Context: an optimization exercise on an open-source flow, tuned for small area and a short achievable clock period. The choices shown serve that exercise and are no tape-out recipe. Only simulation tests tie the RTL to the original design; equivalence was not proved.

==> flow/design.v (excerpt) <==
module note_lane_scroller #(
  parameter  int LANES   = note_pkg::DEF_LANES,
  parameter  int SLOTS   = 40,
  parameter  int POS_W   = note_pkg::DEF_POS_W,
  parameter  int SPEED_W = 4,
  parameter  int SPAWN_Y = note_pkg::DEF_SPAWN_Y,
  parameter  int HIT_Y   = note_pkg::DEF_HIT_Y,
  parameter  int HIT_WIN = note_pkg::DEF_HIT_WIN,
  localparam int IDX_W   = $clog2(SLOTS),
  localparam int LANE_W  = $clog2(LANES),
  localparam int CNT_W   = $clog2(SLOTS + 1)
) (
  input  logic               clock,
  input  logic               reset_n,
  input  logic               tick,
  input  logic [SPEED_W-1:0] speed,
  input  logic               chart_valid,
  input  logic [LANES-1:0]   chart_lanes,
  output logic               chart_ready,
  input  logic [LANES-1:0]   strum,
  output logic [LANES-1:0]   hit,
  output logic [LANES-1:0]   miss,
  output logic [LANES-1:0]   bad_strum,
  input  logic [IDX_W-1:0]   rd_idx,
  output logic               rd_valid,
  output logic [LANE_W-1:0]  rd_lane,
  output logic [POS_W-1:0]   rd_pos,
  output logic [CNT_W-1:0]   active_count,
  output logic               overflow
);
  localparam int PW = 9;
  localparam logic [PW-1:0] P_OFS   = 9'd11;
  localparam logic [PW-1:0] P_SPAWN = PW'(SPAWN_Y) + P_OFS;
  localparam int NQ = 4;                        
  localparam int QS = SLOTS / NQ;
  localparam int CG = 2;                        
  localparam int GS = SLOTS / CG;
  localparam int GW = $clog2(GS + 1);
  typedef logic [SLOTS-1:0] plane_t;
  plane_t              sv_q;                    
  plane_t [LANE_W-1:0] sl_q;                    
  plane_t [PW-1:0]     sp_q;                    
  logic                ready_q;
  logic [LANES-1:0]    pend_q;
  logic [LANES-1:0]    hit_q, bad_q;
  logic [1:0][LANES-1:0] miss_q;               
  logic [CNT_W-1:0]    base_q;
  logic [CG-1:0][GW-1:0] gone_q;
  logic                ovf_q;
  logic                rdv_q;
  logic [LANE_W-1:0]   rdl_q;
  logic [PW-1:0]       rdp_q;
  ...
Size in the first run: roughly 5800 cells after synthesis, ~530 flip-flops, ~55 I/O pins, about 45000 um2 of cells after synthesis.
clock: 95.0 ns
lec_check: 0
cap_margin: 30
core_margin: 2
core_utilization: 55
gpl_timing_driven: 0
place_density: 0.7
slew_margin: 30
standard.sh (not shown) runs the stock make flow with config.mk's settings and CLKGATE_MAP_FILE= SYNTH_SCRIPT=/design/flow/synth_recipe.tcl, a recipe that flattens the netlist after the stock synthesis.
==> flow/flow/run.sh <==
#!/bin/bash
# Layout flow: the standard ORFS flow (standard.sh) with these changes:
#  - synthesis maps the logic for area (our ABC script, flow/abc_area.script, and no Yosys
#    full-adder extraction); registers
#    are mapped exactly as in the standard synthesis (flow/synth.tcl);
#  - ports are buffered with sky130_fd_sc_hd__buf_2;
#  - the resizer's setup repair works toward a setup margin (flow/margin.txt), so that it
#    shortens the paths that set the achieved clock period. The clock and constraints are the standard flow's;
#  - clock tree synthesis arguments come from flow/cts_args.txt;
#  - further ORFS make variables come from flow/extra_make.txt.
# Each step's full output goes to a log file in this folder.
set -euo pipefail
HERE=$(pwd)
FLOWDIR=$HERE/flow
MARGIN=$(cat $FLOWDIR/margin.txt)
CTSARGS=$(cat $FLOWDIR/cts_args.txt)
sed -e "s|SYNTH_SCRIPT=[^ ]*|SYNTH_SCRIPT=$FLOWDIR/synth.tcl|" standard.sh > own_synth.sh
sed -e "s|\"\${@:-finish}\"|SETUP_SLACK_MARGIN=$MARGIN BUFFER_PORTS_ARGS=\"-buffer_cell sky130_fd_sc_hd__buf_2\" CTS_ARGS=\"$CTSARGS\" $(cat $FLOWDIR/extra_make.txt) \"\${@:-finish}\"|" standard.sh > own_layout.sh
export CUSTOM_ABC_SCRIPT=$FLOWDIR/abc_area.script
bash own_synth.sh synth > flow_synth.log 2>&1
bash own_layout.sh > flow_layout.log 2>&1
==> flow/flow/abc_area.script <==
&get -n; &st; &dch -f; &nf -a -R 1000; &put
==> flow/flow/cts_args.txt <==
-sink_clustering_enable -repair_clock_nets -dont_use_dummy_load -buf_list sky130_fd_sc_hd__clkbuf_8 -sink_clustering_size 12 -sink_clustering_max_diameter 100
==> flow/flow/extra_make.txt <==
REMOVE_ABC_BUFFERS=1
==> flow/flow/margin.txt <==
72
==> flow/flow/synth.tcl <==
proc synth {args} { yosys synth -nofsm -noshare {*}$args }
# Map combinational logic for area: use our own ABC script in place of the one ORFS picks.
proc abc {args} {
  set i [lsearch -exact $args -script]
  if { $i >= 0 } { lset args [expr {$i + 1}] $::env(CUSTOM_ABC_SCRIPT) }
  yosys abc {*}$args
}
# Leave adders to ABC instead of Yosys's full/half-adder cell extraction.
proc extract_fa {args} { }
source $::env(SCRIPTS_DIR)/synth.tcl
# left out here: clear keep_hierarchy, flatten, clean up, hide names made inside functions, write 1_2_yosys.v
Next try:
==> flow/flow/run.sh (replaced) <==
#!/bin/bash
# Layout flow: the standard ORFS flow (standard.sh) with these changes:
#  - synthesis (flow/synth.tcl) is the standard flow's synth_recipe.tcl with the logic mapped for area: ABC runs
#    flow/abc_area.script instead of ORFS's script, and Yosys's full/half-adder extraction is
#    skipped. Registers are mapped exactly as in the standard synthesis;
#  - ports are buffered with sky130_fd_sc_hd__buf_2;
#  - the resizer's setup repair works toward a setup margin (flow/margin.txt), so that it
#    shortens the paths that set the achieved clock period. The clock and constraints are the standard flow's;
#  - clock tree synthesis uses the arguments in flow/cts_args.txt.
# Each step's full output goes to a log file in this folder (flow_synth.log, flow_layout.log).
set -euo pipefail
HERE=$(pwd)
FLOWDIR=$HERE/flow
MARGIN=$(cat $FLOWDIR/margin.txt)
CTSARGS=$(cat $FLOWDIR/cts_args.txt)
sed -e "s|SYNTH_SCRIPT=[^ ]*|SYNTH_SCRIPT=$FLOWDIR/synth.tcl|" standard.sh > own_synth.sh
sed -e "s|\"\${@:-finish}\"|SETUP_SLACK_MARGIN=$MARGIN BUFFER_PORTS_ARGS=\"-buffer_cell sky130_fd_sc_hd__buf_2\" CTS_ARGS=\"$CTSARGS\" \"\${@:-finish}\"|" standard.sh > own_layout.sh
export CUSTOM_ABC_SCRIPT=$FLOWDIR/abc_area.script
bash own_synth.sh synth > flow_synth.log 2>&1
bash own_layout.sh > flow_layout.log 2>&1
CORE_UTILIZATION = 50   (was 55)
removed: flow/flow/extra_make.txt
After rerunning: The changed run finished clean. Worst hold slack degrades by 0.031 ns. Final cell count went up by 1.2%. Synthesized cell count stays the same. Non-clock buffer count came out lower by 25. Worst setup slack gets worse by 0.0056 ns. Utilization came out lower by 6.3 points. Synthesized area is unchanged. Sequential share of layout area is about the same.

-- re-timing with driven ports --
Ports are ideal in the flow. The routed layouts listed here were re-timed in OpenROAD. Step 1 (the two cells are an assumption about what drives the block):
set clk [get_ports {clock}]
set_driving_cell -lib_cell sky130_fd_sc_hd__clkbuf_16 $clk
set_driving_cell -lib_cell sky130_fd_sc_hd__buf_2 [delete_from_list [all_inputs] $clk]
Step 2, shift: input delay + t, output delay - t, t = (earliest + latest rising clock arrival at the registers) / 2. This alone moves slack from input paths to output paths. Three values: ideal ports, drivers, drivers and shift; two values: the first two.
| run | t (ns) | setup slack, ns | worst register clock-pin slew, ns |
|---|---|---|---|
| the first run | 0.783 | 72.082 / 72.127 / 71.344 | 0.12 / 0.12 |
| the second run | 0.833 | 72.076 / 72.108 / 71.275 | 0.11 / 0.11 |
After both steps setup and hold are still met in every run listed. The setup slack of the second run, which loses most, moves by +0.032 ns with the drivers and by -0.801 ns with both steps.
